Background: an optimization exercise with open tools, aiming at small area. Do not read the settings as production practice.
In this exercise RTL edits were held to simulation tests only and were not proved equivalent to the original.
In every run shown here, the design's own scripts or RTL, not TritonCTS, make the clock network.
No driver is modelled on the clock port, so clock power and skew are understated where the tree is cut down; a real chip needs a root buffer or a tree.
Power figures rest on the tool's default switching activity, not on a simulated workload.

==> flow/design.v <==
`timescale 1ns / 1ps
`default_nettype none
package lrs_pkg;
    localparam int LRS_INDEX_BITS = 32;
    localparam int LRS_COUNT_W    = 48;
    localparam int LRS_UNIT_W     = 16;
    localparam int LRS_TOTAL_W    = 32;
    localparam int LRS_LIMIT_W    = LRS_COUNT_W + 1;
    localparam logic [LRS_UNIT_W-1:0] LRS_UNIT_RESET = LRS_UNIT_W'(100);
    localparam int LRS_POS_W = 6;
endpackage
`default_nettype wire
`timescale 1ns / 1ps
`default_nettype none
import lrs_pkg::*;
module lrs_luby_unit (
    input  wire logic                 clk,
    input  wire logic                 rst_n,
    input  wire logic                 p1,
    input  wire logic                 p2,
    input  wire logic                 pos_first,
    input  wire logic [LRS_POS_W-1:0] pos,
    input  wire logic                 t_bit,
    input  wire logic                 q_upd,
    output logic                      u_hit,
    output logic [3:0]                u_sel
);
    logic [4:0] q_reg;
    logic [5:0] acc_reg;
    logic       cs_reg;
    logic       d_at_e;
    logic       q_bit;
    logic       cs_in;
    logic       s_bit;
    assign q_bit = (pos < LRS_POS_W'(5)) ? q_reg[pos[2:0]] : 1'b0;
    assign cs_in = !pos_first & cs_reg;
    assign s_bit = t_bit ^ q_bit ^ cs_in;
    assign u_hit = (acc_reg[5:4] == 2'b11);
    assign u_sel = acc_reg[3:0];
    always_ff @(posedge clk)
    begin
        cs_reg <= (t_bit & q_bit) | (t_bit & cs_in) | (q_bit & cs_in);
        if (p1)
        begin
            if (pos_first)
                acc_reg <= {1'b0, q_reg};
            else if (!s_bit)
                acc_reg <= acc_reg + 6'd1;
        end
        else if (p2)
            acc_reg <= acc_reg + 6'd1;
        if (p2 && acc_reg == 6'd49)
            d_at_e <= s_bit;
    end
    always_ff @(posedge clk or negedge rst_n)
    begin
        if (!rst_n)
            q_reg <= '0;
        else if (q_upd)
            q_reg <= d_at_e ? q_reg - 5'd1 : q_reg + 5'd1;
    end
endmodule
`default_nettype wire
`timescale 1ns / 1ps
`default_nettype none
import lrs_pkg::*;
module luby_restart_scheduler #(
    parameter int INDEX_BITS = lrs_pkg::LRS_INDEX_BITS
) (
    input  wire logic                              clk,
    input  wire logic                              rst_n,
    input  wire logic                              cfg_wr_en,
    input  wire logic [lrs_pkg::LRS_UNIT_W-1:0]    cfg_wr_data,
    input  wire logic                              in_valid,
    output logic                                   in_ready,
    input  wire logic [lrs_pkg::LRS_COUNT_W-1:0]   conflict_count,
    output logic                                   out_valid,
    input  wire logic                              out_ready,
    output logic                                   restart,
    output logic [lrs_pkg::LRS_TOTAL_W-1:0]        restart_total
);
    localparam logic [1:0] S_INIT = 2'd0;
    localparam logic [1:0] S_IDLE = 2'd1;
    localparam logic [1:0] S_P1   = 2'd2;
    localparam logic [1:0] S_P2   = 2'd3;
    localparam logic [LRS_POS_W-1:0] POS_LAST = LRS_POS_W'(LRS_LIMIT_W - 1);
    logic [1:0]             state_reg;
    logic [LRS_POS_W-1:0]   pos_reg;
    logic [LRS_UNIT_W-1:0]  unit_reg;
    logic [LRS_LIMIT_W-1:0] limit_ring;
    logic [LRS_TOTAL_W-1:0] total_ring;
    logic                   gt_reg;
    logic                   ca_reg;
    logic                   ci_reg;
    logic                   sat_reg;
    logic                   out_valid_reg;
    logic                   init;
    logic                   pos_first;
    logic                   pos_last;
    logic                   p1;
    logic                   p2;
    logic                   rot_t;
    logic                   c_bit;
    logic                   l_bit;
    logic                   t_bit;
    logic                   gt_in;
    logic                   gt_next;
    logic                   u_hit;
    logic [3:0]             u_sel;
    logic                   u_bit;
    logic                   ca_in;
    logic                   sum_bit;
    logic                   ci_in;
    logic                   t_ins;
    logic                   l_ins;
    assign init      = (state_reg == S_INIT);
    assign pos_first = (pos_reg == '0);
    assign pos_last  = (pos_reg == POS_LAST);
    assign p1        = (state_reg == S_P1);
    assign p2        = (state_reg == S_P2);
    assign rot_t     = (init || p1 || p2) && !pos_reg[5];
    assign c_bit = (pos_reg < LRS_POS_W'(LRS_COUNT_W)) ? conflict_count[pos_reg] : 1'b0;
    assign l_bit = limit_ring[0];
    assign t_bit = total_ring[0] & !pos_reg[5];
    assign gt_in   = !pos_first & gt_reg;
    assign gt_next = (c_bit & !l_bit) | (!(c_bit ^ l_bit) & gt_in);
    assign u_bit   = u_hit & unit_reg[u_sel];
    assign ca_in   = !pos_first & ca_reg;
    assign sum_bit = c_bit ^ u_bit ^ ca_in;
    assign ci_in = pos_first ? !sat_reg : ci_reg;
    always_comb
    begin
        if (init)
            t_ins = 1'b0;
        else if (p2)
            t_ins = total_ring[0] ^ ci_in;
        else
            t_ins = total_ring[0];
    end
    always_comb
    begin
        if (init)
            l_ins = 1'b0;
        else if (p2)
            l_ins = sum_bit;
        else
            l_ins = limit_ring[0];
    end
    lrs_luby_unit u_luby (
        .clk       (clk),
        .rst_n     (rst_n),
        .p1        (p1),
        .p2        (p2),
        .pos_first (pos_first),
        .pos       (pos_reg),
        .t_bit     (t_bit),
        .q_upd     (p2 && pos_last && !sat_reg),
        .u_hit     (u_hit),
        .u_sel     (u_sel)
    );
    always_ff @(posedge clk or negedge rst_n)
    begin
        if (!rst_n)
        begin
            state_reg     <= S_INIT;
            pos_reg       <= '0;
            unit_reg      <= LRS_UNIT_RESET;
            out_valid_reg <= 1'b0;
        end
        else
        begin
            pos_reg <= pos_last ? '0 : pos_reg + LRS_POS_W'(1);
            if (cfg_wr_en)
                unit_reg <= cfg_wr_data;
            if (pos_last)
            begin
                unique case (state_reg)
                    S_INIT:
                        state_reg <= S_IDLE;
                    S_IDLE:
                        if (in_valid && !out_valid_reg)
                            state_reg <= S_P1;
                    S_P1:
                        state_reg <= gt_next ? S_P2 : S_IDLE;
                    default:
                        state_reg <= S_IDLE;
                endcase
            end
            if (in_ready)
                out_valid_reg <= 1'b1;
            else if (out_ready)
                out_valid_reg <= 1'b0;
        end
    end
    always_ff @(posedge clk)
    begin
        limit_ring <= {l_ins, limit_ring[LRS_LIMIT_W-1:1]};
        if (rot_t)
            total_ring <= {t_ins, total_ring[LRS_TOTAL_W-1:1]};
        if (p1)
        begin
            gt_reg <= gt_next;
            if (rot_t)
                sat_reg <= (pos_first | sat_reg) & total_ring[0];
        end
        ca_reg <= (c_bit & u_bit) | (c_bit & ca_in) | (u_bit & ca_in);
        ci_reg <= ci_in & total_ring[0];
    end
    assign in_ready      = pos_last && ((p1 && !gt_next) || p2);
    assign out_valid     = out_valid_reg;
    assign restart       = gt_reg;
    assign restart_total = total_ring;
endmodule
`default_nettype wire
==> flow/flow/run.sh <==
#!/bin/bash
# Own layout flow: the standard ORFS flow (standard.sh) with two changes.
#  - Port buffers: buffer_ports inserts the smallest buffer (buf_1) on every
#    input and output port instead of its default pick.
#  - Clock tree: four clkbuf_16, one per quarter of the clock sinks, built by
#    flow/cts_manual.tcl (ORFS's PRE_CTS_TCL hook) in place of TritonCTS.
# The full output of the flow goes to standard.log in this folder; ORFS's own
# per-step logs stay under orfs/logs/.
set -euo pipefail
export BUFFER_PORTS_ARGS="-buffer_cell sky130_fd_sc_hd__buf_1"
export PRE_CTS_TCL="$PWD/flow/cts_manual.tcl"
bash standard.sh > standard.log 2>&1
==> flow/flow/cts_manual.tcl <==
# PRE_CTS hook of the own flow: a small hand-made clock tree instead of
# TritonCTS's. The clock sinks are split into four groups by placement (halves
# by x, then halves by y) and each group is driven by one clock buffer placed
# at the group's centre; the clock port drives only those four buffers. All
# four buffers are the same cell at the same tree depth, so no group's clock
# is delayed on purpose. The rest of ORFS's cts.tcl (placement legalisation,
# timing repair) then runs as usual.

proc lrs_manual_clock_tree { cell } {
  set block [ord::get_db_block]
  set dbu [$block getDbUnitsPerMicron]
  set sinks {}
  foreach pin [get_pins -of_objects [get_nets clk] -filter "direction==input"] {
    set inst [[sta::sta_to_db_pin $pin] getInst]
    set bb [$inst getBBox]
    set x [expr {([$bb xMin] + [$bb xMax]) / 2}]
    set y [expr {([$bb yMin] + [$bb yMax]) / 2}]
    lappend sinks [list $x $y $pin]
  }
  set n [llength $sinks]
  set sx [lsort -integer -index 0 $sinks]
  set h [expr {($n + 1) / 2}]
  set groups {}
  foreach half [list [lrange $sx 0 [expr {$h - 1}]] [lrange $sx $h end]] {
    set sy [lsort -integer -index 1 $half]
    set m [expr {([llength $sy] + 1) / 2}]
    lappend groups [lrange $sy 0 [expr {$m - 1}]] [lrange $sy $m end]
  }
  puts "manual clock tree: $n sinks in [llength $groups] groups, $cell"
  set i 0
  foreach g $groups {
    set sxs 0
    set sys 0
    set pins {}
    foreach s $g {
      set sxs [expr {$sxs + [lindex $s 0]}]
      set sys [expr {$sys + [lindex $s 1]}]
      lappend pins [lindex $s 2]
    }
    set cx [expr {double($sxs) / [llength $g] / $dbu}]
    set cy [expr {double($sys) / [llength $g] / $dbu}]
    puts "  group $i: [llength $g] sinks, buffer at ($cx, $cy)"
    insert_buffer -buffer_cell $cell -net clk -load_pins $pins \
      -location [list $cx $cy] -buffer_name clkbuf_m_$i -net_name clknet_m_$i
    incr i
  }
}

lrs_manual_clock_tree sky130_fd_sc_hd__clkbuf_16
set_propagated_clock [all_clocks]

# cts.tcl calls clock_tree_synthesis next: the tree is already built.
rename clock_tree_synthesis lrs_unused_clock_tree_synthesis
proc clock_tree_synthesis { args } {
  puts "clock_tree_synthesis skipped: manual clock tree in place"
}
==> flow/standard.sh <==
#!/bin/bash
# synth_recipe.tcl (not shown) runs the flow's synth.tcl, then flattens the netlist and writes it again
# the make line also repeats each setting of config.mk as NAME=value (left out here)
make -C /OpenROAD-flow-scripts/flow DESIGN_CONFIG=/design/flow/config.mk WORK_HOME=/design/flow/orfs CLKGATE_MAP_FILE= SYNTH_SCRIPT=/design/flow/synth_recipe.tcl "${@:-finish}"
==> flow/config.mk <==
export PLATFORM = sky130hd
export DESIGN_NAME = luby_restart_scheduler
export DESIGN_NICKNAME = luby_restart_scheduler
export VERILOG_FILES = /design/flow/design.v
export SDC_FILE = /design/flow/constraint.sdc
export NUM_CORES = 4
export LEC_CHECK = 0
export CAP_MARGIN = 20
export CORE_MARGIN = 2
export CORE_UTILIZATION = 40
export SLEW_MARGIN = 20
==> flow/constraint.sdc <==
create_clock -name core_clock -period 5.0 [get_ports {clk}]
set_input_delay 1.0000 -clock core_clock [delete_from_list [all_inputs] [get_ports {clk}]]
set_output_delay 1.0000 -clock core_clock [all_outputs]
set_load 0.01 [all_outputs]
==> results list, run 1 <==
* Layout cell share with drive strength beyond 1: 0.09880
- Post-synth cell types: 49
- Traced cell by cell, the critical path runs through inv_1 > ha_1 > nand2b_1 > or2_2 > and2_1 > o211ai_1 > buf_1.
- In this run the static leakage power is 1.843 nW.
* Vias per Instance: 4.894
* FFs w/ async S/R, synth: 0.2439
- Worst Setup Start Kind: flip-flop
- On the final layout, the worst clock skew is 13.66 ps.
- Fraction of the mapped netlist area in adder cells: 0.04829
- In this design, the largest share of critical-path delay is due to flip-flops.
* Dominant register cell in the synthesized netlist: sky130_fd_sc_hd__dfxtp_1
* Max-slew violation count: 0
- The critical path in this run is classified as reg2out.
- Origin of the worst min-delay path: limit_ring[6]
* Data required time of the critical path: 4000 ps
- Of the total synthesized cell area, the portion taken by AND, OR, NAND and NOR gates is 0.07070.
* DRT Pass-1 Iters: 4
- The top cell types in the final layout, fill and taps aside, are sky130_fd_sc_hd__buf_1 (102), sky130_fd_sc_hd__dfxtp_1 (52), sky130_fd_sc_hd__edfxtp_1 (41).
- The hold violation total from the final report is 0.
* Cells on Worst Hold Path: 0
* Worst reg2reg path startpoint: pos_reg[1]
* Minimum clock period: 3319 ps
* Max-cap viol count: 0
- Final estimated routing congestion in global placement: 0.8115
- Clock latency reported for the late side of the worst-skew pair: 170 ps
- Across every metal layer, demand over resource in global routing totals 0.1219.
- Vert. Die Dim: 112.3 um
- Of the synthesized area, sequential elements account for 0.6454.
- The synthesized design spends more area on one cell type than any other, namely sky130_fd_sc_hd__edfxtp_1.
- The register with the most flip-flops in the layout has 49 of them.
- Residual overflow from global routing: 0
* Arrival @ worst endpoint: 2320 ps
- Clock slew at reported path FFs: 110 ps
- Yosys top cell area share: 0.2625
* Crit path largest cell delay: 750 ps
- After the first detailed-routing iteration, the DRC count stood at 123.
* Tightest Pin Transition: 937.7 ps
- The floorplan has 39 rows.
* DP Wirelength: 5.553 mm
- Final setup violating endpoints: 0
* Type of element capturing the critical path: output pin
- For hold timing, the worst endpoint is limit_ring[5].
- Synth Instances: 321
* Worst hold-check path type: reg2reg
- Seq cells post-synth: 123
* Period utilisation layout: 0.6639
- Remaining antenna violation count: 0
- Post-CTS repair changed the size of 0 cells.
* Antenna violations before repair: 0
- The worst register-to-register path has a depth of 5.
- The area growth from synthesis to layout is 12.73%.
- Count of buffers from port buffering: 103
- Once layout is complete, the utilization of the core stands at 0.4630.
- After detailed routing, the average wire length per cell comes to 13.85 um.
- Counting both buffers and inverters, the worst setup path holds a total of 2.
* Number of buffers inserted by hold repair at cts: 0
- Sum of negative setup slack: 0 ps
* Multiplexer fraction of the synthesized cell area: 0.1409
- Diode insertion count for antenna repair: 0
- Max Clock Freq: 301.3 MHz
- During synthesis, Yosys emitted a total of 2 warnings.
* Maximum fanout count along the critical path: 22
* Total via count in the routed design: 2731
* Unrepaired setup endpoints after global routing: false
* Initial Utilization: 0.4107
- The library cell used most frequently in the layout, excluding fill and tap cells, is sky130_fd_sc_hd__buf_1.
- Area of the mapped netlist: 4689 um2
- Peak ir drop on the vdd network: 227.4 uV
- After synthesis, the largest family of logic cells by area is multiplexers.
- Entering global routing, the biggest net connects 33 pins.
- The worst register-to-register path ends at u_luby.acc_reg[3].
- Number of buffers inserted by post-CTS setup repair: 0
- Measured against its own limit, the worst slew margin works out to 0.3749.
- Average footprint of a synthesized cell: 14.61 um2
* Total detailed-routing wirelength: 7.727 mm
- In this run the horizontal extent of the chip is 112.3 um.
* Power density over the cells: 282.2 nW/um2
- In the post-synthesis netlist, the biggest area contributors are sky130_fd_sc_hd__edfxtp_1 (26%), sky130_fd_sc_hd__dfxtp_1 (22%), sky130_fd_sc_hd__dfrtp_1 (14%), sky130_fd_sc_hd__mux4_2 (4.3%), sky130_fd_sc_hd__mux2_2 (3.8%).
- Area of the core: 11420 um2
* Register-to-register path setup slack: 1770 ps
* Crit path max-delay cell type: sky130_fd_sc_hd__dfrtp_1
- The net count of the finished layout is 502.
- Number of synthesized flops with an enable pin: 41
- Boundary Pins: 104
* Area of the die: 12610 um2
- The area fraction in compound gates after synthesis was 0.04216.
* Run status: no timing/DRC/antenna violations
- For this run, design rule violations remaining after detail routing come to 0.
* Vias in the first global route: 2803
* Xor/xnor cell area share of the yosys netlist: 0.02428
- Global-route wire length before repair: 13.16 mm
* Mapped Nets: 406
## worst register-to-register path, stage by stage (launching register included)
cell                       delay [ps]
sky130_fd_sc_hd__dfrtp_1          980
sky130_fd_sc_hd__mux4_1           660
sky130_fd_sc_hd__nand2b_1          90
sky130_fd_sc_hd__a21oi_1           80
sky130_fd_sc_hd__fa_1             480
sky130_fd_sc_hd__a31oi_1          590
## worst max path at each step
| stage | from | depth (start not counted) | to | slack (ps) |
|---|---|---|---|---|
| 2_1_floorplan | pos_reg[1] | 9 | in_ready | 2080 |
| 3_3_place_gp | pos_reg[1] | 5 | u_luby.acc_reg[0] | 1860 |
| 3_5_place_dp | pos_reg[1] | 5 | u_luby.acc_reg[0] | 1770 |
| 4_1_cts | pos_reg[1] | 7 | in_ready | 1650 |
| 5_1_grt | pos_reg[1] | 7 | in_ready | 1450 |
| 6_report | pos_reg[1] | 7 | in_ready | 1680 |
## kinds of logic after synthesis
group | count (synthesis)
buffers and inverters | 27
flip-flops | 123
multiplexers | 43
adder cells (fa/ha/maj) | 17
XOR/XNOR | 13
AND/OR/NAND/NOR | 67
AO/OA/AOI/OAI | 31
## metrics by stage
| step | hold slack (ps) | instance area (um2) | std cells | power [mW] | setup WS (ps) |
|---|---|---|---|---|---|
| 3_3_place_gp | 313.0 | 5186 | 554 | 1.131 | 1859 |
| 4_1_cts | 330.0 | 5286 | 558 | 1.510 | 1650 |
| 2_1_floorplan | 309.6 | 4690 | 321 | 1.103 | 2083 |
| 3_5_place_dp | 312.1 | 5186 | 554 | 1.134 | 1771 |
| 5_1_grt | 342.1 | 5286 | 558 | 1.555 | 1446 |
| 6_report | 330.7 | 5286 | 558 | 1.492 | 1681 |
## cell usage after synthesis, types with 2 or more instances
| cell | n |
|---|---|
| sky130_fd_sc_hd__mux4_1 | 6 |
| sky130_fd_sc_hd__nand4_1 | 2 |
| sky130_fd_sc_hd__buf_6 | 2 |
| sky130_fd_sc_hd__edfxtp_1 | 41 |
| sky130_fd_sc_hd__o21ai_0 | 7 |
| sky130_fd_sc_hd__xor2_1 | 7 |
| sky130_fd_sc_hd__o31ai_1 | 2 |
| sky130_fd_sc_hd__and2_1 | 2 |
| sky130_fd_sc_hd__mux2_2 | 16 |
| sky130_fd_sc_hd__dfxtp_1 | 52 |
| sky130_fd_sc_hd__mux2i_1 | 12 |
| sky130_fd_sc_hd__a21oi_1 | 9 |
| sky130_fd_sc_hd__dfstp_2 | 3 |
| sky130_fd_sc_hd__nand2b_1 | 4 |
| sky130_fd_sc_hd__nor3_1 | 4 |
| sky130_fd_sc_hd__clkbuf_1 | 9 |
| sky130_fd_sc_hd__nor4_1 | 4 |
| sky130_fd_sc_hd__fa_1 | 2 |
| sky130_fd_sc_hd__nor2_1 | 20 |
| sky130_fd_sc_hd__nand3_1 | 5 |
| sky130_fd_sc_hd__nor2b_1 | 2 |
| sky130_fd_sc_hd__xnor2_1 | 6 |
| sky130_fd_sc_hd__inv_1 | 12 |
| sky130_fd_sc_hd__nand2_1 | 17 |
| sky130_fd_sc_hd__ha_1 | 14 |
| sky130_fd_sc_hd__mux4_2 | 9 |
| sky130_fd_sc_hd__dfrtp_1 | 27 |
| sky130_fd_sc_hd__a21o_1 | 4 |
## area by class of cell, without the clock buffers
class	instances	area, um2
Inverter	12	45.04
Timing Repair Buffer	105	402.9
Tap cell	143	178.9
Fill cell	1056	6132
Sequential cell	123	3027
Multi-Input combinational cell	171	1533
## where the power goes
| group | total, mW | internal [mW] | switching, mW |
|---|---|---|---|
| logic | 0.0612 | 0.0378 | 0.0234 |
| clock network | 0.381 | 0.149 | 0.233 |
| registers | 1.05 | 1.04 | 0.00626 |
## per-layer routing
| layer | global-route usage | wire [um] |
|---|---|---|
| met5 | 0 | 0 |
| met4 | 0.01545 | 103 |
| met3 | 0.01458 | 344 |
| met1 | 0.1745 | 3577 |
| met2 | 0.2076 | 3702 |
==> run 2, diff against run 1 <==
--- a/flow/design.v
+++ b/flow/design.v
@@ -41,13 +41,8 @@
     begin
         cs_reg <= (t_bit & q_bit) | (t_bit & cs_in) | (q_bit & cs_in);
-        if (p1)
-        begin
-            if (pos_first)
-                acc_reg <= {1'b0, q_reg};
-            else if (!s_bit)
-                acc_reg <= acc_reg + 6'd1;
-        end
-        else if (p2)
-            acc_reg <= acc_reg + 6'd1;
+        if (p1 && pos_first)
+            acc_reg <= {1'b0, q_reg};
+        else
+            acc_reg <= acc_reg + {5'd0, !(p1 && s_bit)};
         if (p2 && acc_reg == 6'd49)
             d_at_e <= s_bit;
@@ -58,5 +53,5 @@
             q_reg <= '0;
         else if (q_upd)
-            q_reg <= d_at_e ? q_reg - 5'd1 : q_reg + 5'd1;
+            q_reg <= q_reg + {{4{d_at_e}}, 1'b1};
     end
 endmodule
==> run 2 against run 1 <==
Synthesized cell count rose by 4.4%. Flip-flop and latch count is the same. Worst hold slack lost 3.9 ps. Routed wire length grew 3.0%. Largest cell class unchanged. Still clean on timing, DRC and antenna. Clock skew rose by 1.6 ps.
==> results list, run 2 <==
- Crit path max-delay cell type: sky130_fd_sc_hd__dfrtp_1
- Worst hold-check path type: reg2reg
* Number of buffers inserted by hold repair at cts: 0 (unchanged)
- The hold violation total from the final report was 0 (unchanged).
- The area of the die is 12530 um2 (-0.64%).
* Post-synth cell types: 48 (-2.0%)
* Total Routing Usage GR: 0.1267 (+0.004803)
- Site Rows: 39 (unchanged)
- The multi-input combinational cell area came to 1568 um2 (+2.3%).
- The clock network latency to the later pin of the worst-skew pair is 170 ps (about the same).
- The total nets after synthesis came to 421 (+3.7%).
- Residual overflow from global routing: 0 (unchanged)
- The maximum number of pins on one net before global-route repair is 33 (unchanged).
- Maximum fanout count along the critical path: 21 (-4.5%)
- Remaining antenna violation count: 0 (unchanged)
- The number of flip-flops under the largest register name came to 49 (unchanged).
- The core outline area came to 11370 um2 (-0.43%).
- The largest stage delay on the critical path came to 880 ps (+130 ps).
* Number of synthesized flops with an enable pin: 35 (-15%)
* Class of the most critical setup path: reg2out
- The number of synthesis warnings is 2 (unchanged).
- Cts repair resizes: 0 (unchanged)
- FILL cells: 1032 (-2.3%)
* Power density over the cells: 282.0 nW/um2 (about the same)
* Count of routing violations after the opening detailed-route iteration: 122 (-0.81%)
- Layout Cells excl Fill: 573 (+2.7%)
- The sequential standard cell area is 2967 um2 (-2.0%).
* Layout cell share with drive strength beyond 1: 0.1070 (+0.008182)
- Antenna violations before repair: 0 (unchanged)
- Max-cap viol count: 0 (unchanged)
* Total number of nets in the final design: 518 (+3.2%)
* Clock slew at reported path FFs: 110 ps (about the same)
- Placed Cells: 569 (+2.7%)
* Final Skew: 15.21 ps (+1.554 ps)
* Period utilisation layout: 0.7372 (+0.07333)
- Die Wd: 111.9 um (-0.32%)
- The number of search-and-repair iterations in the first detailed-routing pass was 5 (+1).
* Vias per Instance: 4.864 (-0.62%)
* Most common library cell in the layout ignoring fill and taps: sky130_fd_sc_hd__buf_1
- Cell types with the largest area share after synthesis: sky130_fd_sc_hd__dfxtp_1 (25%), sky130_fd_sc_hd__edfxtp_1 (23%), sky130_fd_sc_hd__dfrtp_1 (15%), sky130_fd_sc_hd__mux4_2 (6.3%), sky130_fd_sc_hd__mux2_2 (4.1%)
- Vias in the first global route: 2754 (-1.7%)
* Cell class contributing the biggest share of worst-path delay: flip-flops
- Unrepaired setup endpoints after global routing: false
- Leakage: 1.839 nW (-0.22%)
- The wire length of the first global-routing pass was 13.61 mm (+3.4%).
- The worst path required time was 4000 ps (about the same).
- DRC viols: 0 (unchanged)
- Worst Setup Start Kind: flip-flop
- The minimum period implied by the final worst setup slack is 3686 ps (+366.6 ps).
- The number of synthesized register bits was 123 (unchanged).
* DP Wirelength: 5.707 mm (+2.8%)
- The boundary pin count came to 104 (unchanged).
* Arrival @ worst endpoint: 2690 ps (+370 ps)
- The async set-or-reset flop fraction in the synthesized netlist came to 0.2439 (unchanged).
* Diode insertion count for antenna repair: 0 (unchanged)
- Run status: no timing/DRC/antenna violations
- Tightest Pin Transition: 816.8 ps (-120.8 ps)
- The max-slew headroom at the worst pin is 0.4554 (+0.08056).
- Commonest cells after routing, fill and taps aside: sky130_fd_sc_hd__buf_1 (103), sky130_fd_sc_hd__dfxtp_1 (58), sky130_fd_sc_hd__edfxtp_1 (35)
- Dominant register cell in the synthesized netlist: sky130_fd_sc_hd__dfxtp_1
- The count of buffers from port buffering was 103 (unchanged).
- The mean routed wirelength per cell came to 13.88 um (+0.26%).
- Max-slew violation count: 0 (unchanged)
- Count of buffer and inverter cells on the critical path: 1 (-1)
- Number of buffers inserted by post-CTS setup repair: 0 (unchanged)
* Most numerous cell types in the synthesized netlist: sky130_fd_sc_hd__dfxtp_1 (58), sky130_fd_sc_hd__edfxtp_1 (35), sky130_fd_sc_hd__dfrtp_1 (27), sky130_fd_sc_hd__nand2_1 (19)
* Area of the mapped netlist: 4658 um2 (-0.67%)
- The y dimension of the die came to 111.9 um (-0.32%).
- The signal on the critical path passes through mux2i_1 > mux4_2 > a311oi_2 > nand2_2 > o2111ai_1 > nor2_1 > buf_1.
- Peak ir drop on the vdd network: 283.2 uV (+25%)
- Layout Area Growth over Synthesis: 13.24%
- Average footprint of a synthesized cell: 13.91 um2 (-4.8%)
- The register area share after synthesis is 0.6369 (-0.008559).
- The routability-driven placement congestion ratio is 0.7826 (-3.6%).
- The via count was 2787 (+2.1%).
* Dominant cell type by area after synthesis: sky130_fd_sc_hd__dfxtp_1
- The final number of setup-violating endpoints was 0 (unchanged).
* Synth Instances: 335 (+4.4%)
- Cell with the most instances after synthesis: sky130_fd_sc_hd__dfxtp_1
- The starting utilization of the core area was 0.4097 (-0.0009885).
- Yosys top cell area share: 0.2493 (-0.01328)
- The total negative slack for setup checks came to 0 ps (unchanged).
* Max Clock Freq: 271.3 MHz (-9.9%)
- Type of element capturing the critical path: output pin
- The total wire length after detailed routing was 7.955 mm (+3.0%).
## run 2: changes by cell type after synthesis, sizes merged, moves of 4 or more
cell / delta
dfxtp: +6
inv: +4
nand3: +4
edfxtp: -6
o21ai: +7
## run 2: worst reg2reg max path: stages (launching register included)
cell and delay (ps):
sky130_fd_sc_hd__dfrtp_1 860, sky130_fd_sc_hd__inv_1 220, sky130_fd_sc_hd__ha_1 280, sky130_fd_sc_hd__nor2b_1 160, sky130_fd_sc_hd__nand2_1 290, sky130_fd_sc_hd__nand2_1 120, sky130_fd_sc_hd__fa_1 440, sky130_fd_sc_hd__inv_1 90
sky130_fd_sc_hd__nand2_1 60, sky130_fd_sc_hd__ha_1 230, sky130_fd_sc_hd__ha_1 230, sky130_fd_sc_hd__nand3_1 110, sky130_fd_sc_hd__xor2_1 150, sky130_fd_sc_hd__a21oi_1 80
## run 2: routing by layer
metal,track usage,share of wire
met1,0.1990,0.50
met3,0.01252,0.051
met5,0,0
met4,0.01481,0.012
met2,0.1976,0.44
## run 2: worst paths after layout
| kind | endpoint | slack (ps) | from | cells after the start |
|---|---|---|---|---|
| max | in_ready | 1310 | pos_reg[2] | 7 |
| min | limit_ring[13] | 330 | limit_ring[14] | 0 |
| max reg2reg | u_luby.acc_reg[4] | 1580 | pos_reg[0] | 13 |
| min reg2reg | limit_ring[13] | 330 | limit_ring[14] | 0 |
| max in group asynchronous | unit_reg[2] | 3850 | rst_n | 2 |
| min in group asynchronous | unit_reg[15] | 830 | rst_n | 2 |
## run 2: cell type report, without the clock buffers
class / instances / area share
repair buffers: 105 / 0.07614
multi-input cells: 182 / 0.2972
flip-flops and latches: 123 / 0.5624
well taps: 143 / 0.03392
inverters: 16 / 0.01139
## run 2: where the power goes
| part | switching (mW) | internal, mW | leakage (nW) |
|---|---|---|---|
| combinational | 0.0249 | 0.0402 | 0.748 |
| clock | 0.231 | 0.149 | 0.0493 |
| sequential | 0.00627 | 1.04 | 1.04 |
## run 2: per-stage QoR
stage | hold WS (ps) | worst slack [ps] | power (mW) | instance area [um2] | utilization
floorplan | 309.6 | 1735 | 1.099 | 4658 | -
finish | 326.8 | 1314 | 1.488 | 5275 | 0.4640
global route | 333.3 | 1054 | 1.546 | 5275 | 0.4640
global placement | 313.5 | 1414 | 1.129 | 5175 | 0.4552
CTS | 326.6 | 1303 | 1.506 | 5275 | 0.4640
detailed placement | 312.1 | 1435 | 1.131 | 5175 | 0.4552
## run 2: cell families after synthesis
kind of cell,after synthesis,synth area share
DFF,123,0.6369
and+or+nand+nor,67,0.06903
muxes,45,0.1362
AOI/OAI and AO/OA,40,0.05748
buffers and inverters,30,0.02713
adders and majority gates,17,0.04889
xor gates and xnor gates,13,0.02444

-- static timing again, ports no longer ideal --
In the flow no input, the clock included, has a driving cell. The finished layouts below were timed again as built, in two steps. Step 1: set_driving_cell puts a clkbuf_16 on clk and a buf_2 on each other input, an assumption about the parent block. Step 2 times the ports against the registers' clock, not the clock port: input delays grow and output delays shrink by t, the midpoint of the rising clock arrivals with the driver on. a / b / c = ideal ports / drivers / drivers and shift; a / b = the first two.
run	t, ns	setup WS [ns]	hold WS [ns]	worst setup path at the end
run 1	0.240	1.681 / 1.606 / 1.766	0.331 / 0.331 / 0.331	register to register
run 2	0.240	1.314 / 1.238 / 1.366	0.327 / 0.327 / 0.327	input to output
After both steps setup and hold are still met in every run listed.
